Source: an optimization exercise on an open RTL-to-GDS flow (aim: small area). Production flows keep margins and buffers that such runs may drop. At most, simulation tests tie the RTL to the original design; equivalence was not proved. No functional check of the RTL was part of runs 1 and 2. Power figures rest on the tool's default switching activity, not on a simulated workload.

File: flow/flow/run.sh
#!/bin/bash
# the standard layout, with plain buf_1 cells as the port buffers
set -euo pipefail
export BUFFER_PORTS_ARGS="-buffer_cell sky130_fd_sc_hd__buf_1"
bash standard.sh finish > standard_flow.log 2>&1
File: flow/standard.sh
#!/bin/bash
# synth_recipe.tcl (not shown) runs the flow's synth.tcl, then flattens the netlist and writes it again
# the make line also repeats each setting of config.mk as NAME=value (left out here)
make -C /OpenROAD-flow-scripts/flow DESIGN_CONFIG=/design/flow/config.mk WORK_HOME=/design/flow/orfs CLKGATE_MAP_FILE= SYNTH_SCRIPT=/design/flow/synth_recipe.tcl "${@:-finish}"
File: flow/config.mk
export PLATFORM = sky130hd
export DESIGN_NAME = arp_udp_frame_generator
export DESIGN_NICKNAME = arp_udp_frame_generator
export VERILOG_FILES = /design/flow/design.v
export SDC_FILE = /design/flow/constraint.sdc
export NUM_CORES = 4
export LEC_CHECK = 0
export CAP_MARGIN = 20
export CORE_MARGIN = 2
export CORE_UTILIZATION = 40
export CTS_CLUSTER_DIAMETER = 100
export CTS_CLUSTER_SIZE = 28
export SLEW_MARGIN = 20
File: flow/constraint.sdc
create_clock -name core_clock -period 5.0 [get_ports {clock}]
set_input_delay 1.0000 -clock core_clock [delete_from_list [all_inputs] [get_ports {clock}]]
set_output_delay 1.0000 -clock core_clock [all_outputs]
set_load 0.01 [all_outputs]
File: flow/design.v
`timescale 1ns / 1ps
module arp_udp_frame_generator (
   input  logic        clock,
   input  logic        reset,
   input  logic        start,
   output logic        busy,
   input  logic [32:0] req_data,    
   output logic        rsp_strobe,
   output logic [8:0]  rsp_data,    
   input  logic        csr_we,
   input  logic [2:0]  csr_index,
   input  logic [47:0] csr_wdata
);
   logic [47:0] c_smac, c_dmac;
   logic [31:0] c_sip;
   logic [15:0] c_sport, c_dport, c_ident;
   logic [7:0]  c_ttl;
   logic [6:0] c_en;
   always_comb begin
      for (int k = 0; k < 7; k++) begin
         c_en[k] = reset || (csr_we && csr_index == 3'(k));
      end
   end
   always_ff @(posedge clock) begin
      if (c_en[0]) c_smac  <= reset ? 48'h0          : csr_wdata;
      if (c_en[1]) c_sip   <= reset ? 32'h7F00_0001  : csr_wdata[31:0];
      if (c_en[2]) c_dmac  <= reset ? 48'h0          : csr_wdata;
      if (c_en[3]) c_sport <= reset ? 16'd43966      : csr_wdata[15:0];
      if (c_en[4]) c_dport <= reset ? 16'd8080       : csr_wdata[15:0];
      if (c_en[5]) c_ident <= reset ? 16'h8397       : csr_wdata[15:0];
      if (c_en[6]) c_ttl   <= reset ? 8'h40          : csr_wdata[7:0];
   end
   logic       active;
   logic       udp;
   logic [5:0] cnt;
   logic [5:0] cnt_inc;
   logic       last_r;
   logic [7:0] ob;
   assign cnt_inc    = cnt + 6'd1;
   assign busy       = active && !last_r;
   assign rsp_strobe = active;
   assign rsp_data   = {ob, last_r};
   always_ff @(posedge clock) begin
      if (reset) active <= 1'b0;
      else       active <= start || busy;
   end
   always_ff @(posedge clock) begin
      cnt    <= busy ? cnt_inc : 6'd0;
      last_r <= busy && (udp ? (cnt_inc == 6'd56) : (cnt_inc == 6'd41));
   end
   logic [47:0] s_smac;
   logic [39:0] s_dmac;
   logic [31:0] s_sip, s_tip;
   logic [15:0] s_sport, s_dport, s_ident;
   logic [7:0]  s_ttl;
   always_ff @(posedge clock) begin
      if (!busy) begin
         udp     <= req_data[32];
         s_tip   <= req_data[31:0];
         s_smac  <= c_smac;
         s_dmac  <= c_dmac[39:0];
         s_sip   <= c_sip;
         s_sport <= c_sport;
         s_dport <= c_dport;
         s_ident <= c_ident;
         s_ttl   <= c_ttl;
      end
   end
   logic [15:0] acc;
   logic        acc_c;
   logic [7:0]  cs_in;
   logic [8:0]  cs_sum;
   always_comb begin
      case (cnt)
         6'd0:    cs_in = s_ident[15:8];
         6'd1:    cs_in = s_ident[7:0];
         6'd2:    cs_in = s_ttl;
         6'd4:    cs_in = s_sip[31:24];
         6'd5:    cs_in = s_sip[23:16];
         6'd6:    cs_in = s_sip[15:8];
         6'd7:    cs_in = s_sip[7:0];
         6'd8:    cs_in = s_tip[31:24];
         6'd9:    cs_in = s_tip[23:16];
         6'd10:   cs_in = s_tip[15:8];
         6'd11:   cs_in = s_tip[7:0];
         default: cs_in = 8'h00;
      endcase
   end
   assign cs_sum = {1'b0, acc[15:8]} + {1'b0, cs_in} + {8'h00, acc_c};
   always_ff @(posedge clock) begin
      if (!busy) begin
         acc   <= 16'h853C;    
         acc_c <= 1'b0;
      end else begin
         acc   <= {acc[7:0], cs_sum[7:0]};
         acc_c <= cs_sum[8];
      end
   end
   logic [7:0] nb;
   always_comb begin
      nb = 8'h00;
      if (!busy) begin
         nb = req_data[32] ? c_dmac[47:40] : 8'hFF;
      end else if (udp) begin
         case (cnt)
            6'd0: nb = s_dmac[39:32];
            6'd1: nb = s_dmac[31:24];
            6'd2: nb = s_dmac[23:16];
            6'd3: nb = s_dmac[15:8];
            6'd4: nb = s_dmac[7:0];
            6'd5: nb = s_smac[47:40];
            6'd6: nb = s_smac[39:32];
            6'd7: nb = s_smac[31:24];
            6'd8: nb = s_smac[23:16];
            6'd9: nb = s_smac[15:8];
            6'd10: nb = s_smac[7:0];
            6'd11: nb = 8'h08;
            6'd13: nb = 8'h45;
            6'd16: nb = 8'h2B;
            6'd17: nb = s_ident[15:8];
            6'd18: nb = s_ident[7:0];
            6'd19: nb = 8'h40;
            6'd21: nb = s_ttl;
            6'd22: nb = 8'h11;
            6'd23: nb = ~acc[7:0];
            6'd24: nb = ~acc[7:0];
            6'd25: nb = s_sip[31:24];
            6'd26: nb = s_sip[23:16];
            6'd27: nb = s_sip[15:8];
            6'd28: nb = s_sip[7:0];
            6'd29: nb = s_tip[31:24];
            6'd30: nb = s_tip[23:16];
            6'd31: nb = s_tip[15:8];
            6'd32: nb = s_tip[7:0];
            6'd33: nb = s_sport[15:8];
            6'd34: nb = s_sport[7:0];
            6'd35: nb = s_dport[15:8];
            6'd36: nb = s_dport[7:0];
            6'd38: nb = 8'h17;
            6'd41: nb = 8'h48;
            6'd42: nb = 8'h65;
            6'd43: nb = 8'h6C;
            6'd44: nb = 8'h6C;
            6'd45: nb = 8'h6F;
            6'd46: nb = 8'h20;
            6'd47: nb = 8'h4E;
            6'd48: nb = 8'h65;
            6'd49: nb = 8'h74;
            6'd50: nb = 8'h77;
            6'd51: nb = 8'h6F;
            6'd52: nb = 8'h72;
            6'd53: nb = 8'h6B;
            6'd54: nb = 8'h21;
            default: nb = 8'h00;
         endcase
      end else begin
         case (cnt)
            6'd0: nb = 8'hFF;
            6'd1: nb = 8'hFF;
            6'd2: nb = 8'hFF;
            6'd3: nb = 8'hFF;
            6'd4: nb = 8'hFF;
            6'd5: nb = s_smac[47:40];
            6'd6: nb = s_smac[39:32];
            6'd7: nb = s_smac[31:24];
            6'd8: nb = s_smac[23:16];
            6'd9: nb = s_smac[15:8];
            6'd10: nb = s_smac[7:0];
            6'd11: nb = 8'h08;
            6'd12: nb = 8'h06;
            6'd14: nb = 8'h01;
            6'd15: nb = 8'h08;
            6'd17: nb = 8'h06;
            6'd18: nb = 8'h04;
            6'd20: nb = 8'h01;
            6'd21: nb = s_smac[47:40];
            6'd22: nb = s_smac[39:32];
            6'd23: nb = s_smac[31:24];
            6'd24: nb = s_smac[23:16];
            6'd25: nb = s_smac[15:8];
            6'd26: nb = s_smac[7:0];
            6'd27: nb = s_sip[31:24];
            6'd28: nb = s_sip[23:16];
            6'd29: nb = s_sip[15:8];
            6'd30: nb = s_sip[7:0];
            6'd37: nb = s_tip[31:24];
            6'd38: nb = s_tip[23:16];
            6'd39: nb = s_tip[15:8];
            6'd40: nb = s_tip[7:0];
            default: nb = 8'h00;
         endcase
      end
   end
   always_ff @(posedge clock) begin
      ob <= nb;
   end
endmodule
==> reports/qor.yml, run 1 <==
cells_and_area:
  nFillCells: 3790
  area.growth.synth_to_final_pct: 9.062
  multi_input_area_mm2: 0.004282
  fin_cells: 1784
  fin_util: 0.4439
  fin_nets: 1332
  drive_gt1_frac: 0.07958
  regArea_mm2: 0.01246
setup_path:
  worstSetupStartpoint: "cnt[3]"
  criticalPathCategory: "flop to flop"
  start_kind: "flop"
  slowest_stage: "and3_1"
  r2r_start: "cnt[3]"
  path_cells: "nor2b_1 -> and3_1 -> a22oi_1 -> nand3_1 -> a211oi_1 -> fa_1 -> fa_1 -> nor2b_1 -> o21ai_0 -> nand2b_1 -> a21o_1 -> a21o_1 -> xnor2_1 -> nor2_1"
  cp.arrival_ps: 4430
  r2r_cells: 14
  r2r_slack_ps: 970
  critPathCaptureType: "flop"
  worst_path_largest_cell_delay_ps: 810
  critPathCapture: "acc[6]"
  crit_path_max_fanout: 19
  worstReg2RegEnd: "acc[6]"
  worstPathRequired_ps: 5410
sta:
  finalHoldWorstSlack_ps: 416.3
  relSlewSlack: 0.3223
  fin_crit_ps: 4026
  finalHoldViolations: 0
  slew_viol_final: 0
  tns_ps: 0
  finClkSkew_ps: 15.66
  setup_viol: 0
  worst_slew_pin_slew_ps: 1017
  rsz0062_at_grt: "false"
  fin_ws_ps: 973.9
  post-route-period-util: 0.8052
  fmax_mhz: 248.4
clock_network:
  cts.sink_count: 426
  cts_made_buffers: 19
  cts_resized: 0
  clock_latency_ps: 550
  clk_pin_slew_ps: 110
  cts-root-buf: "clkbuf_16"
  clk_path_buf_depth: 3
  htree_levels: 1
  hold_buffers: 0
  cts_tree: "yes"
  post_cts_buffers: 0
route:
  drt-initial-drc-count: 1580
  drtAntennaViolNets: 0
  firstDrtPassIters: 8
  drt_wl_total_um: 54670
  vias: 10852
  routedWlPerCell_um: 30.65
  viasPerCell: 6.083
  drcViolationCount: 0
floorplanning:
  start_util: 0.4070
  core-area_mm2: 0.04213
  die_width_um: 211.1
  rows: 75
  io_pins: 99
  die_area_mm2: 0.04454
  fp.dieH_um: 211.1
power_and_ir_drop:
  pwr_density_cell_mw_per_mm2: 365.1
  p_leak_nw: 6.274
  peakVddDrop_mv: 0.3174
synthesis:
  synth_top_area_share: 0.6882
  synthesis.area_mm2: 0.01715
  synth_edf_count: 393
  synth.most_common_cell: "edfxtp_1"
  syn-num-nets: 1254
  postSynthCellCount: 1153
  synthFlopType: "edfxtp_1"
  avgSynthCellArea_um2: 14.87
  synth_area_leaders: "edfxtp_1, dfxtp_1, a22oi_1"
  synthTopCellsByCount: "edfxtp_1, nor2b_1, a22oi_1"
  yosysSeqAreaShare: 0.7267
  yosys_warnings: 1
  ys_async_sr_fraction: 0
  synth_seq_cells: 426
  post_synth_num_cell_types: 68
  synth_area_leader_cell: "edfxtp_1"
worst_hold_path:
  hold_path_class: "flop to flop"
status:
  outcome: "complete, no violations"
global_route:
  grt_max_degree: 76
  grt-ovfl-total: 0
  grt_pass1_wl_um: 76590
  grt.total_usage: 0.2441
  antenna_found_initial: 1
  grt_pass1_vias: 10705
placed_design:
  dp_cells: 1749
  gp_congestion: 1.000
  port_buffers: 98
  hpwl_um: 39270
  dp_slack_ps: 1091
job:
  maxCapViolations: 0
==> cells in the final DEF (no fill, tap or decap), types with 22 or more instances in the layout <==
| master | netlist | final |
|---|---|---|
| or2_2 | 22 | 22 |
| a22oi_1 | 80 | 80 |
| nor2_1 | 37 | 37 |
| nor2b_1 | 93 | 93 |
| edfxtp_1 | 393 | 393 |
| a221oi_1 | 24 | 24 |
| dfxtp_1 | 33 | 33 |
| a22o_1 | 31 | 31 |
| and3_1 | 32 | 32 |
| nand2_1 | 48 | 48 |
| buf_1 | 11 | 97 |
| buf_4 | 3 | 39 |
| a21oi_1 | 34 | 34 |
==> state kept, by name (all words and copies together) (netlist names) <==
signal	count
cnt	6
active	1
s_dport	16
s_sip	32
c_ident	16
c_dport	16
s_ttl	8
c_ttl	8
c_smac	48
udp	1
s_smac	48
acc_c	1
c_sport	16
c_dmac	48
s_sport	16
c_sip	32
ob	8
acc	16
last_r	1
s_dmac	40
s_tip	32
s_ident	16
==> critical path, delay by kind of cell (launching register included) <==
family                   cells  cell delay (ps)
AO/OA/AOI/OAI                5              610
XOR/XNOR                     1              120
adder cells (fa/ha/maj)      2              880
flip-flops                   1              550
AND/OR/NAND/NOR              6             1730
==> worst min-delay path by stage <==
stage,from,end,cells after the start
2_1_floorplan,c_dmac[0],s_dmac[0],0
3_3_place_gp,c_dport[4],s_dport[4],0
3_5_place_dp,c_dmac[11],s_dmac[11],0
4_1_cts,c_smac[21],s_smac[21],0
5_1_grt,c_dmac[4],s_dmac[4],0
6_report,c_dmac[4],s_dmac[4],0
==> per-layer routing <==
layer  share of wire  global-route usage  wire length [um]
met1            0.39              0.3180             21450
met2            0.48              0.4102             26330
met3           0.069             0.02825              3758
met4           0.057              0.1139              3131
met5               0                   0                 0
==> where the power goes <==
group / switching, mW / internal (mW) / total, mW / leakage, nW
combinational: 0.329 / 0.175 / 0.503 / 1.83
sequential: 0.225 / 4.28 / 4.51 / 4.18
clock: 1.07 / 0.741 / 1.82 / 0.267
==> cell type report <==
class / instances / share of cell area
sequential: 426 / 0.6663
multi-input combinational: 630 / 0.2289
tap: 539 / 0.03606
timing repair buffer: 137 / 0.03552
clock buffer: 31 / 0.02783
inverter: 17 / 0.003412
clock inverter: 3 / 0.001806
antenna: 1 / 0.0001338
==> cells by family (layout without fill, tap and decap cells) <==
group | count (synthesis) | in the layout | synth area share
fa+ha+maj | 13 | 13 | 0.01036
buf+inv | 97 | 188 | 0.02415
compound gates | 274 | 274 | 0.1229
mux | 2 | 2 | 0.001240
other cells | 0 | 1 | 0
xor+xnor | 11 | 11 | 0.005618
simple gates | 330 | 330 | 0.1090
flops | 426 | 426 | 0.7267
==> metrics by stage <==
stage	power (mW)	instance area, um^2
final	6.828	18700
after floorplan	4.765	17160
after detailed placement	5.092	18150
after global routing	7.059	18700
after CTS	6.882	18700
after global placement	5.082	18150
==> run 2, diff against run 1 <==
==> flow/run.sh (new file) <==
#!/bin/bash
# synth_recipe.tcl (not shown) runs the flow's synth.tcl, then flattens the netlist and writes it again
# the make line also repeats each setting of config.mk as NAME=value (left out here)
make -C /OpenROAD-flow-scripts/flow DESIGN_CONFIG=/design/flow/config.mk WORK_HOME=/design/flow/orfs CLKGATE_MAP_FILE= SYNTH_SCRIPT=/design/flow/synth_recipe.tcl finish
removed: flow/flow/run.sh
removed: flow/standard.sh
==> run 2 against run 1 <==
Against the previous run: critical path depth did not move; cell count fell by 0.11%; still clean; synthesized cell count did not move; first-iteration DRC count rose by 7.3%; power rose by 2.3%; wire length rose by 1.2%; die area did not move; largest cell class unchanged; hold slack improved by 5.6 ps; sequential cell count did not move; utilization rose by 1.6 points; non-clock buffer count fell by 2; maximum frequency rose by 1.4%.
==> reports/qor.yml, run 2 <==
placed_design:
  dp_cells: 1747  # was 1,749
  port_buffers: 98  # unchanged
  hpwl_um: 39950  # was 39,270 um
  dp_slack_ps: 1172  # was 1091 ps
  placed_area_mm2: 0.01875  # was 0.01815 mm^2
  gp_congestion: 0.9796  # was 1.000
synthesis:
  post_synth_num_cell_types: 68  # unchanged
  synthTopCellsByCount: "edfxtp_1, nor2b_1, a22oi_1"  # unchanged
  syn-num-nets: 1254  # unchanged
  synthFlopType: "edfxtp_1"  # unchanged
  postSynthCellCount: 1153  # unchanged
  synth_edf_count: 393  # unchanged
  synth_area_leader_cell: "edfxtp_1"  # unchanged
  yosysSeqAreaShare: 0.7267  # unchanged
  synthesis.area_mm2: 0.01715  # unchanged
  synth.most_common_cell: "edfxtp_1"  # unchanged
  synth_top_area_share: 0.6882  # unchanged
  ys_async_sr_fraction: 0  # unchanged
  synth_seq_cells: 426  # unchanged
  synth_area_leaders: "edfxtp_1, dfxtp_1, a22oi_1"  # unchanged
  avgSynthCellArea_um2: 14.87  # unchanged
  yosys_warnings: 1  # unchanged
sta:
  relSlewSlack: 0.3236  # was 0.3223
  finClkSkew_ps: 22.36  # was 15.66 ps
  worst_slew_pin_slew_ps: 1015  # was 1017 ps
  fin_crit_ps: 3970  # was 4026 ps
  post-route-period-util: 0.7940  # was 0.8052
  rsz0062_at_grt: "false"  # unchanged
  fin_ws_ps: 1030  # was 973.9 ps
  setup_viol: 0  # unchanged
  finalHoldWorstSlack_ps: 421.9  # was 416.3 ps
  slew_viol_final: 0  # unchanged
  fmax_mhz: 251.9  # was 248.4 MHz
  tns_ps: 0  # unchanged
  finalHoldViolations: 0  # unchanged
setup_path:
  cp.arrival_ps: 4380  # was 4430 ps
  start_kind: "flop"  # unchanged
  crit_path_max_fanout: 16  # was 19
  critPathCaptureType: "flop"  # unchanged
  criticalPathCategory: "flop to flop"  # unchanged
  worstPathRequired_ps: 5410  # about the same
  r2r_cells: 14  # unchanged
cells_and_area:
  area.growth.synth_to_final_pct: 12.98  # was 9.062%
  stdcell_area_mm2: 0.01937  # was 0.01870 mm^2
  most-common-layout-cells: "edfxtp_1, clkdlybuf4s50_1, nor2b_1"  # was edfxtp_1, buf_1, nor2b_1
  fin_nets: 1331  # was 1,332
  final_common_cell: "edfxtp_1"  # unchanged
  largestRegisters: "c_dmac (48), c_smac (48), s_smac (48)"  # unchanged
  nFillCells: 3688  # was 3,790
  fin_util: 0.4598  # was 0.4439
  num_antenna_cells: 0  # was 1
  fin_cells: 1782  # was 1,784
  drive_gt1_frac: 0.08045  # was 0.07958
clock_network:
  clk_path_buf_depth: 3  # unchanged
  cts-root-buf: "clkbuf_16"  # unchanged
  cts.sink_count: 426  # unchanged
  cts_made_buffers: 20  # was 19
  htree_levels: 1  # unchanged
  clk_pin_slew_ps: 100  # was 110 ps
  post_cts_buffers: 0  # unchanged
  cts_tree: "yes"  # unchanged
  cts_resized: 0  # unchanged
  clock_latency_ps: 550  # about the same
  hold_buffers: 0  # unchanged
power_and_ir_drop:
  peakVddDrop_mv: 0.2523  # was 0.3174 mV
  pwr_density_cell_mw_per_mm2: 360.7  # was 365.1 mW/mm^2
  p_leak_nw: 6.564  # was 6.274 nW
  p_total_mw: 6.988  # was 6.828 mW
job:
  maxCapViolations: 0  # unchanged
route:
  drt-initial-drc-count: 1696  # was 1,580
  drt_wl_total_um: 55310  # was 54,670 um
  viasPerCell: 5.999  # was 6.083
  firstDrtPassIters: 8  # unchanged
  routedWlPerCell_um: 31.04  # was 30.65 um
  drcViolationCount: 0  # unchanged
  vias: 10691  # was 10.85k
  drtAntennaViolNets: 0  # unchanged
floorplanning:
  die_area_mm2: 0.04454  # unchanged
  rows: 75  # unchanged
  start_util: 0.4070  # unchanged
  core-area_mm2: 0.04213  # unchanged
  die_width_um: 211.1  # unchanged
  fp.dieH_um: 211.1  # unchanged
  io_pins: 99  # unchanged
global_route:
  grt_pass1_wl_um: 78030  # was 76,590 um
  antenna_found_initial: 0  # was 1
  grt.total_usage: 0.2495  # was 0.2441
  grt_pass1_vias: 10599  # was 10.71k
  grt_max_degree: 73  # was 76
  grt-ovfl-total: 0  # unchanged
status:
  outcome: "complete, no violations"  # unchanged
worst_hold_path:
  hold_path_class: "flop to flop"  # unchanged
  holdPathStages: 0  # unchanged
==> run 2: cell counts after synthesis <==
No cell type changed its count.
==> run 2: worst paths after layout <==
kind / startpoint / end / slack [ps]
worst max-delay path: cnt[3] / acc[6] / 1030
worst min-delay path: c_dport[13] / s_dport[13] / 420
worst min register to register: c_dport[13] / s_dport[13] / 420
worst max register to register: cnt[3] / acc[6] / 1030
==> run 2: final cells by class <==
type | instances | area (um^2) | share of cell area
well taps | 539 | 674.4 | 0.03481
clock buffers | 30 | 559.3 | 0.02887
repair buffers | 135 | 1269 | 0.06548
clock inverters | 5 | 65.06 | 0.003358
inverters | 17 | 63.81 | 0.003294
flip-flops and latches | 426 | 12460 | 0.6432
multi-input cells | 630 | 4282 | 0.2210
==> run 2: cell families after synthesis <==
logic type / Yosys count / synth area share
buffers and inverters: 97 / 0.02415
AO/OA/AOI/OAI: 274 / 0.1229
AND/OR/NAND/NOR: 330 / 0.1090
adder cells (fa/ha/maj): 13 / 0.01036
flip-flops: 426 / 0.7267
multiplexers: 2 / 0.001240
XOR/XNOR: 11 / 0.005618
==> run 2: worst max-delay path, stage by stage (launching register included) <==
cell      delay, ps
dfxtp_1         560
nor2_1          460
and3_1          810
a22oi_1         140
nand3_1         140
a211oi_1         60
fa_1            430
fa_1            430
nor2b_1         140
o21ai_0          90
nand2b_1        120
a21o_1          140
a21o_1          150
xnor2_1         120
nor2_1           50
==> run 2: metal layers <==
layer | global-route usage | wire [um]
met5 | 0 | 0
met2 | 0.4198 | 27310
met4 | 0.1000 | 2333
met1 | 0.3317 | 22240
met3 | 0.02855 | 3424
==> run 2: report_power, final <==
group	switching, mW	internal, mW
Sequential	0.230	4.28
Clock	1.10	0.813
Combinational	0.327	0.232
==> run 3, diff against run 2 <==
--- a/flow/design.v
+++ b/flow/design.v
@@ -53,6 +53,33 @@
    logic [31:0] s_sip, s_tip;
    logic [15:0] s_sport, s_dport, s_ident;
    logic [7:0]  s_ttl;
+   logic [15:0] acc;
+   logic        acc_c;
+   logic        acc_init;
+   logic        acc_run;
+   logic [7:0]  cs_in;
+   logic [8:0]  cs_sum;
+   assign acc      = s_dmac[15:0];
+   assign acc_c    = s_dmac[16];
+   assign acc_init = (cnt == 6'd4);
+   assign acc_run  = (cnt >= 6'd4);
+   always_comb begin
+      case (cnt)
+         6'd5:    cs_in = s_ident[15:8];
+         6'd6:    cs_in = s_ident[7:0];
+         6'd7:    cs_in = s_ttl;
+         6'd9:    cs_in = s_sip[31:24];
+         6'd10:   cs_in = s_sip[23:16];
+         6'd11:   cs_in = s_sip[15:8];
+         6'd12:   cs_in = s_sip[7:0];
+         6'd13:   cs_in = s_tip[31:24];
+         6'd14:   cs_in = s_tip[23:16];
+         6'd15:   cs_in = s_tip[15:8];
+         6'd16:   cs_in = s_tip[7:0];
+         default: cs_in = 8'h00;
+      endcase
+   end
+   assign cs_sum = {1'b0, acc[15:8]} + {1'b0, cs_in} + {8'h00, acc_c};
    always_ff @(posedge clock) begin
       if (!busy) begin
          udp     <= req_data[32];
@@ -64,36 +91,9 @@
          s_dport <= c_dport;
          s_ident <= c_ident;
          s_ttl   <= c_ttl;
-      end
-   end
-   logic [15:0] acc;
-   logic        acc_c;
-   logic [7:0]  cs_in;
-   logic [8:0]  cs_sum;
-   always_comb begin
-      case (cnt)
-         6'd0:    cs_in = s_ident[15:8];
-         6'd1:    cs_in = s_ident[7:0];
-         6'd2:    cs_in = s_ttl;
-         6'd4:    cs_in = s_sip[31:24];
-         6'd5:    cs_in = s_sip[23:16];
-         6'd6:    cs_in = s_sip[15:8];
-         6'd7:    cs_in = s_sip[7:0];
-         6'd8:    cs_in = s_tip[31:24];
-         6'd9:    cs_in = s_tip[23:16];
-         6'd10:   cs_in = s_tip[15:8];
-         6'd11:   cs_in = s_tip[7:0];
-         default: cs_in = 8'h00;
-      endcase
-   end
-   assign cs_sum = {1'b0, acc[15:8]} + {1'b0, cs_in} + {8'h00, acc_c};
-   always_ff @(posedge clock) begin
-      if (!busy) begin
-         acc   <= 16'h853C;    
-         acc_c <= 1'b0;
-      end else begin
-         acc   <= {acc[7:0], cs_sum[7:0]};
-         acc_c <= cs_sum[8];
+      end else if (acc_run) begin
+         if (acc_init) s_dmac[16:0] <= 17'h0853C;    
+         else          s_dmac[16:0] <= {cs_sum[8], acc[7:0], cs_sum[7:0]};
       end
    end
    logic [7:0] nb;
@@ -122,8 +122,8 @@
             6'd19: nb = 8'h40;
             6'd21: nb = s_ttl;
             6'd22: nb = 8'h11;
-            6'd23: nb = ~acc[7:0];
-            6'd24: nb = ~acc[7:0];
+            6'd23: nb = ~acc[15:8];
+            6'd24: nb = ~acc[15:8];
             6'd25: nb = s_sip[31:24];
             6'd26: nb = s_sip[23:16];
             6'd27: nb = s_sip[15:8];
==> flow/flow/run.sh (new file) <==
#!/bin/bash
# the standard layout, with plain buf_1 cells as the port buffers
set -euo pipefail
export BUFFER_PORTS_ARGS="-buffer_cell sky130_fd_sc_hd__buf_1"
bash standard.sh finish > standard_flow.log 2>&1
==> flow/standard.sh (new file) <==
#!/bin/bash
# synth_recipe.tcl (not shown) runs the flow's synth.tcl, then flattens the netlist and writes it again
# the make line also repeats each setting of config.mk as NAME=value (left out here)
make -C /OpenROAD-flow-scripts/flow DESIGN_CONFIG=/design/flow/config.mk WORK_HOME=/design/flow/orfs CLKGATE_MAP_FILE= SYNTH_SCRIPT=/design/flow/synth_recipe.tcl "${@:-finish}"
--- a/flow/config.mk
+++ b/flow/config.mk
@@ -10,4 +10,5 @@
 export CORE_UTILIZATION = 40
 export CTS_CLUSTER_DIAMETER = 100
 export CTS_CLUSTER_SIZE = 28
+export GPL_TIMING_DRIVEN = 0
 export SLEW_MARGIN = 20
removed: flow/run.sh
==> run 3 against run 2 <==
Against the previous run: register-to-register slack got worse by 670 ps; synthesized area shrank 2.1%; setup slack worse by 670 ps; final area shrank 3.2%; clock power hardly changed; global-route usage up 1.3 points; sequential share of layout area grew 0.34 points; first-iteration DRC count increased by 1.9%; utilization is 0.99 points lower; clock-buffer cell count decreased by 1; die area down 2.1%; critical path type unchanged; critical endpoint is now s_dmac[6].
==> reports/qor.yml, run 3 <==
floorplanning:
  die_width_um: 208.9  # was 211.1 um
  start_util: 0.4029  # was 0.4070
  rows: 75  # unchanged
  core-area_mm2: 0.04167  # was 0.04213 mm^2
  die_area_mm2: 0.04362  # was 0.04454 mm^2
  io_pins: 99  # unchanged
  fp.dieH_um: 208.9  # was 211.1 um
synthesis:
  synth_area_leader_cell: "edfxtp_1"  # unchanged
  synthesis.area_mm2: 0.01679  # was 0.01715 mm^2
  synth_seq_cells: 409  # was 426
  avgSynthCellArea_um2: 14.52  # was 14.87 um^2
  synthFlopType: "edfxtp_1"  # unchanged
  synth_area_leaders: "edfxtp_1, a22oi_1, nor2b_1"  # was edfxtp_1, dfxtp_1, a22oi_1
  post_synth_num_cell_types: 69  # was 68
  syn-num-nets: 1257  # was 1,254
  synth_edf_count: 393  # unchanged
  yosysSeqAreaShare: 0.7221  # was 0.7267
  synth.most_common_cell: "edfxtp_1"  # unchanged
  synthTopCellsByCount: "edfxtp_1, a22oi_1, nor2b_1"  # was edfxtp_1, nor2b_1, a22oi_1
  postSynthCellCount: 1156  # was 1,153
  ys_async_sr_fraction: 0  # unchanged
  synth_top_area_share: 0.7030  # was 0.6882
  yosys_warnings: 1  # unchanged
cells_and_area:
  most-common-layout-cells: "edfxtp_1, a22oi_1, buf_1"  # was edfxtp_1, clkdlybuf4s50_1, nor2b_1
  final_common_cell: "edfxtp_1"  # unchanged
  fin_nets: 1387  # was 1,331
  fin_cells: 1838  # was 1,782
  drive_gt1_frac: 0.08320  # was 0.08045
  largestRegisters: "c_dmac (48), c_smac (48), s_smac (48)"  # unchanged
  area.growth.synth_to_final_pct: 11.67  # was 12.98%
  fin_util: 0.4499  # was 0.4598
worst_hold_path:
  hold_path_class: "flop to flop"  # unchanged
  holdPathStages: 0  # unchanged
global_route:
  grt.total_usage: 0.2622  # was 0.2495
  antenna_found_initial: 3  # was 0
  grt-ovfl-total: 0  # unchanged
  grt_pass1_vias: 10896  # was 10.60k
  grt_max_degree: 89  # was 73
  grt_pass1_wl_um: 80470  # was 78,030 um
sta:
  finalHoldViolations: 0  # unchanged
  relSlewSlack: 0.2510  # was 0.3236
  finClkSkew_ps: 48.72  # was 22.36 ps
  fin_ws_ps: 363.5  # was 1030 ps
  post-route-period-util: 0.9273  # was 0.7940
  finalHoldWorstSlack_ps: 413.1  # was 421.9 ps
  slew_viol_final: 0  # unchanged
  fmax_mhz: 215.7  # was 251.9 MHz
  setup_viol: 0  # unchanged
  worst_slew_pin_slew_ps: 1119  # was 1015 ps
  rsz0062_at_grt: "false"  # unchanged
  fin_crit_ps: 4636  # was 3970 ps
clock_network:
  cts_made_buffers: 20  # unchanged
  cts.sink_count: 409  # was 426
  clk_path_buf_depth: 3  # unchanged
  clock_latency_ps: 590  # was 550 ps
  hold_buffers: 0  # unchanged
  htree_levels: 1  # unchanged
  cts-root-buf: "clkbuf_16"  # unchanged
  clk_pin_slew_ps: 120  # was 100 ps
  cts_tree: "yes"  # unchanged
power_and_ir_drop:
  p_leak_nw: 6.245  # was 6.564 nW
  p_int_mw: 5.064  # was 5.329 mW
  power_frac_clock: 0.288  # was 0.274
  peakVddDrop_mv: 0.2290  # was 0.2523 mV
  comb_power_share: 0.068  # was 0.080
  p_sw_mw: 1.637  # was 1.658 mW
  p_seq_frac: 0.644  # was 0.646
  pwr_density_cell_mw_per_mm2: 357.4  # was 360.7 mW/mm^2
  swShare: 0.2443  # was 0.2373
  p_total_mw: 6.701  # was 6.988 mW
route:
  viasPerCell: 6.100  # was 5.999
  firstDrtPassIters: 8  # unchanged
  met1_length_um: 22930  # was 22,240 um
  vias: 11212  # was 10.69k
  drt-initial-drc-count: 1728  # was 1,696
  wl_met3_um: 4739  # was 3424 um
  drt_wl_total_um: 57270  # was 55,310 um
  route.met2.wl_um: 26840  # was 27,310 um
  routedWlPerCell_um: 31.16  # was 31.04 um
  drtAntennaViolNets: 0  # unchanged
  top_layer: "met4"  # unchanged
  drcViolationCount: 0  # unchanged
setup_path:
  r2r_slack_ps: 360  # was 1030 ps
  r2r_cells: 17  # was 14
  crit_path_max_fanout: 10  # was 16
  criticalPathCategory: "flop to flop"  # unchanged
  cp.arrival_ps: 5040  # was 4380 ps
  start_kind: "flop"  # unchanged
  worstPathRequired_ps: 5400  # was 5410 ps
  critPathCaptureType: "flop"  # unchanged
placed_design:
  dp_cells: 1801  # was 1,747
  port_buffers: 97  # was 98
  hpwl_um: 41520  # was 39,950 um
  gp_congestion: 0.9910  # was 0.9796
  dp_slack_ps: -133.1  # was 1172 ps
job:
  maxCapViolations: 0  # unchanged
status:
  outcome: "complete, no violations"  # unchanged
==> run 3: layout make-up <==
type,instances,area [um^2]
diodes,1,2.502
plain buffers,58,265.3
clock buffers,29,534.3
clock inverters,5,91.34
fillers,3863,22920
inverters,17,63.81
multi-input cells,671,4458
flip-flops and latches,409,12120
well taps,539,674.4
repair buffers,109,535.5
==> run 3: power by group through the flow <==
stage | registers, mW | logic (mW) | clock network [mW]
CTS | 4.31 | 0.457 | 1.96
detailed placement | 4.39 | 0.454 | 0
global route | 4.34 | 0.493 | 2.07
global placement | 4.40 | 0.434 | 0
floorplan | 4.30 | 0.241 | 0
finish | 4.31 | 0.458 | 1.93
==> run 3: final timing paths <==
check	startpoint	end
setup / recovery	cnt[0]	s_dmac[6]
hold reg to reg	c_sport[12]	s_sport[12]
setup reg to reg	cnt[0]	s_dmac[6]
hold / removal	c_sport[12]	s_sport[12]
==> run 3: worst max-delay path, cell delays in order, from the launching register on <==
cell	delay (ps)
dfxtp_1	400
inv_1	110
ha_1	250
clkbuf_1	410
nand3b_1	340
nor2_4	340
a22oi_1	130
nand2_1	120
nor2_1	50
and2_1	190
fa_1	420
fa_1	460
nor2b_1	120
o21ai_0	100
a21boi_0	360
o21ai_0	160
and3_1	200
o41ai_1	300
==> run 3: per-layer routing <==
metal / vias up / track usage
li1: 4777 / -
met1: 5621 / 0.3560
met2: 676 / 0.4254
met3: 138 / 0.04133
met4: 0 / 0.1034
met5: - / 0
==> run 3: through the flow <==
stage               instance area (um^2)  TNS [ps]
floorplan                          16790         0
global placement                   17830    -83390
detailed placement                 18040    -250.0
CTS                                18670         0
global route                       18740         0
finish                             18750         0
==> run 3: cell families after synthesis <==
logic type,count (synthesis),synth area share
and+or+nand+nor,369,0.1204
buffers and inverters,76,0.01893
DFF,409,0.7221
AOI/OAI and AO/OA,279,0.1226
xor gates and xnor gates,8,0.004173
muxes,2,0.001267
adders and majority gates,13,0.01058
==> run 3: timing repair <==
action / CTS / global route
setup buffers: 0 / 3
setup endpoints to repair: 2 / 4
pin swaps: 0 / 1
gates resized for setup: 4 / 17
==> run 4, diff against run 3 <==
--- a/flow/config.mk
+++ b/flow/config.mk
@@ -10,5 +10,4 @@
 export CORE_UTILIZATION = 40
 export CTS_CLUSTER_DIAMETER = 100
 export CTS_CLUSTER_SIZE = 28
-export GPL_TIMING_DRIVEN = 0
 export SLEW_MARGIN = 20
==> run 4 against run 3 <==
Against the previous run: non-clock buffer count is 23 lower; synthesized cell count did not move; sequential cell count unchanged; clock-buffer cell count grew 2; power rose by 0.79%; sequential power is essentially flat; combinational power down 5.7%; final area down 0.41%; synthesized area is the same; maximum frequency increased by 9.7%; sequential share of layout area rose by 0.26 points; register-to-register slack improved by 410 ps; critical endpoint unchanged.
==> reports/qor.yml, run 4 <==
status:
  outcome: "complete, no violations"  # unchanged
global_route:
  grt_pass1_wl_um: 77510  # was 80,470 um
  grt-ovfl-total: 0  # unchanged
  antenna_found_initial: 1  # was 3
  grt_max_degree: 80  # was 89
  grt_pass1_vias: 10706  # was 10.90k
  grt.total_usage: 0.2491  # was 0.2622
clock_network:
  cts_made_buffers: 20  # unchanged
  clk_pin_slew_ps: 120  # about the same
  cts.sink_count: 409  # unchanged
  hold_buffers: 0  # unchanged
  post_cts_buffers: 0  # unchanged
  cts_tree: "yes"  # unchanged
  clk_path_buf_depth: 3  # unchanged
  cts_resized: 0  # was 4
  clock_latency_ps: 570  # was 590 ps
  htree_levels: 1  # unchanged
  cts-root-buf: "clkbuf_16"  # unchanged
synthesis:
  synth_area_leaders: "edfxtp_1, a22oi_1, nor2b_1"  # unchanged
  synth.most_common_cell: "edfxtp_1"  # unchanged
  postSynthCellCount: 1156  # unchanged
  synth_seq_cells: 409  # unchanged
  synth_top_area_share: 0.7030  # unchanged
  synthFlopType: "edfxtp_1"  # unchanged
  synth_area_leader_cell: "edfxtp_1"  # unchanged
  post_synth_num_cell_types: 69  # unchanged
  synthTopCellsByCount: "edfxtp_1, a22oi_1, nor2b_1"  # unchanged
  yosysSeqAreaShare: 0.7221  # unchanged
  yosys_warnings: 1  # unchanged
  syn-num-nets: 1257  # unchanged
  ys_async_sr_fraction: 0  # unchanged
  synth_edf_count: 393  # unchanged
  synthesis.area_mm2: 0.01679  # unchanged
  avgSynthCellArea_um2: 14.52  # unchanged
floorplanning:
  die_area_mm2: 0.04362  # unchanged
  core-area_mm2: 0.04167  # unchanged
  fp.dieH_um: 208.9  # unchanged
  start_util: 0.4029  # unchanged
  die_width_um: 208.9  # unchanged
  io_pins: 99  # unchanged
  rows: 75  # unchanged
setup_path:
  worstReg2RegEnd: "s_dmac[6]"  # unchanged
  criticalPathCategory: "flop to flop"  # unchanged
  critPathCaptureType: "flop"  # unchanged
  worstPathRequired_ps: 5380  # was 5400 ps
  cp.arrival_ps: 4610  # was 5040 ps
  start_kind: "flop"  # unchanged
  r2r_start: "cnt[0]"  # unchanged
  worst_path_largest_cell_delay_ps: 520  # was 460 ps
  critPathCapture: "s_dmac[6]"  # unchanged
  worstSetupStartpoint: "cnt[0]"  # unchanged
  crit_path_max_fanout: 18  # was 10
  r2r_slack_ps: 770  # was 360 ps
  slowest_stage: "or3b_2"  # was fa_1
  r2r_cells: 18  # was 17
  path_cells: "inv_1 -> ha_1 -> buf_4 -> or3b_2 -> nor2_1 -> buf_4 -> a22oi_1 -> nand2_1 -> nor2_1 -> and2_1 -> fa_1 -> fa_1 -> nor2b_1 -> o21ai_0 -> a21boi_0 -> o21ai_0 -> and3_1 -> o41ai_1"  # was inv_1 -> ha_1 -> clkbuf_1 -> nand3b_1 -> nor2_4 -> a22oi_1 -> nand2_1 -> nor2_1 -> and2_1 -> fa_1 -> fa_1 -> nor2b_1 -> o21ai_0 -> a21boi_0 -> o21ai_0 -> and3_1 -> o41ai_1
power_and_ir_drop:
  peakVddDrop_mv: 0.2482  # was 0.2290 mV
  pwr_density_cell_mw_per_mm2: 361.7  # was 357.4 mW/mm^2
  p_seq_frac: 0.640  # was 0.644
  p_sw_mw: 1.617  # was 1.637 mW
  comb_power_share: 0.064  # was 0.068
  power_frac_clock: 0.296  # was 0.288
  swShare: 0.2395  # was 0.2443
  p_int_mw: 5.137  # was 5.064 mW
  p_total_mw: 6.754  # was 6.701 mW
  p_leak_nw: 6.291  # was 6.245 nW
placed_design:
  hpwl_um: 39290  # was 41,520 um
  port_buffers: 98  # was 97
  gp_congestion: 0.9604  # was 0.9910
route:
  drt-initial-drc-count: 1569  # was 1,728
  drcViolationCount: 0  # unchanged
  vias: 11000  # was 11.21k
  firstDrtPassIters: 9  # was 8
  drtAntennaViolNets: 0  # unchanged
  drt_wl_total_um: 54850  # was 57,270 um
  viasPerCell: 6.057  # was 6.100
  routedWlPerCell_um: 30.20  # was 31.16 um
sta:
  setup_viol: 0  # unchanged
  worst_slew_pin_slew_ps: 1283  # was 1119 ps
  rsz0062_at_grt: "false"  # unchanged
  fin_crit_ps: 4226  # was 4636 ps
  fmax_mhz: 236.6  # was 215.7 MHz
  finalHoldViolations: 0  # unchanged
  post-route-period-util: 0.8452  # was 0.9273
  slew_viol_final: 0  # unchanged
  relSlewSlack: 0.1413  # was 0.2510
  finClkSkew_ps: 28.93  # was 48.72 ps
  tns_ps: 0  # unchanged
worst_hold_path:
  holdPathStages: 0  # unchanged
  hold_path_class: "flop to flop"  # unchanged
job:
  maxCapViolations: 0  # unchanged
cells_and_area:
  drive_gt1_frac: 0.09475  # was 0.08320
  final_common_cell: "edfxtp_1"  # unchanged
  num_antenna_cells: 0  # was 1
  regArea_mm2: 0.01212  # unchanged
  nFillCells: 3794  # was 3,863
  largestRegisters: "c_dmac (48), c_smac (48), s_smac (48)"  # unchanged
  most-common-layout-cells: "edfxtp_1, a22oi_1, buf_1"  # unchanged
  multi_input_area_mm2: 0.004415  # was 0.004458 mm^2
  area.growth.synth_to_final_pct: 11.22  # was 11.67%
  fin_nets: 1364  # was 1,387
-- run 4: through the flow --
stage	setup WS (ps)	area, um^2	cells	utilization	hold WS, ps
2_1_floorplan	1059	16790	1156	-	400.3
3_3_place_gp	882.3	17990	1780	0.4317	400.1
3_5_place_dp	778.8	17990	1780	0.4317	404.5
4_1_cts	774.3	18660	1816	0.4480	415.0
5_1_grt	481.6	18670	1816	0.4481	410.1
6_report	774.1	18670	1816	0.4481	410.4
-- run 4: per-layer routing --
| metal | global-route usage | part of all wire |
|---|---|---|
| met4 | 0.1264 | 0.055 |
| met3 | 0.03667 | 0.075 |
| met5 | 0 | 0.00024 |
| met2 | 0.3918 | 0.46 |
| met1 | 0.3390 | 0.41 |
-- run 4: power groups by stage --
stage | combinational, mW | sequential (mW) | clock (mW)
global placement | 0.427 | 4.39 | 0
floorplan | 0.241 | 4.30 | 0
global route | 0.466 | 4.34 | 2.16
finish | 0.432 | 4.32 | 2.00
detailed placement | 0.430 | 4.40 | 0
CTS | 0.433 | 4.32 | 2.03
-- run 4: worst max-delay path: cells and delay by family (launching register included) --
family                   cells  cell delay [ps]
AND/OR/NAND/NOR              7             1240
adder cells (fa/ha/maj)      3             1030
AO/OA/AOI/OAI                5              860
buffers and inverters        3              540
flip-flops                   1              400
-- run 4: layout make-up --
type / instances / share of cell area
Sequential cell: 409 / 0.6492
Multi-Input combinational cell: 671 / 0.2365
Timing Repair Buffer: 144 / 0.03840
Tap cell: 539 / 0.03612
Clock buffer: 31 / 0.03016
Clock inverter: 5 / 0.006165
Inverter: 17 / 0.003418
-- run 4: worst min-delay path by stage --
| stage | start | endpoint | slack, ps |
|---|---|---|---|
| 2_1_floorplan | c_dmac[17] | s_dmac[17] | 400 |
| 3_3_place_gp | c_ident[6] | s_ident[6] | 400 |
| 3_5_place_dp | c_dmac[17] | s_dmac[17] | 400 |
| 4_1_cts | c_sport[9] | s_sport[9] | 420 |
| 5_1_grt | c_sip[26] | s_sip[26] | 410 |
| 6_report | c_dport[3] | s_dport[3] | 410 |
-- run 4: logic make-up after synthesis --
logic type               Yosys count  synth area share
AO/OA/AOI/OAI                    279            0.1226
XOR/XNOR                           8          0.004173
adder cells (fa/ha/maj)           13           0.01058
buffers and inverters             76           0.01893
flip-flops                       409            0.7221
multiplexers                       2          0.001267
AND/OR/NAND/NOR                  369            0.1204

[re-timing with driven ports]
In the flow no input, the clock included, has a driving cell. The finished layouts below were timed again as built, in two steps. Step 1 assumes that a clkbuf_16 drives the clock port and a buf_2 every other input. Step 2 times the ports against the registers' clock, not the clock port: input delays grow and output delays shrink by t, the midpoint of the rising clock arrivals with the driver on. Slacks: ideal / step 1 / step 2; pairs: ideal / step 1.
run | t (ns) | setup slack, ns | worst setup path at the end
run 1 | 0.590 | 0.974 / 0.974 / 0.974 | register to register
run 2 | 0.596 | 1.030 / 1.030 / 1.030 | register to register
run 3 | 0.623 | 0.364 / 0.364 / 0.364 | register to register
run 4 | 0.609 | 0.774 / 0.774 / 0.774 | register to register
After both steps setup and hold are still met in every run listed.
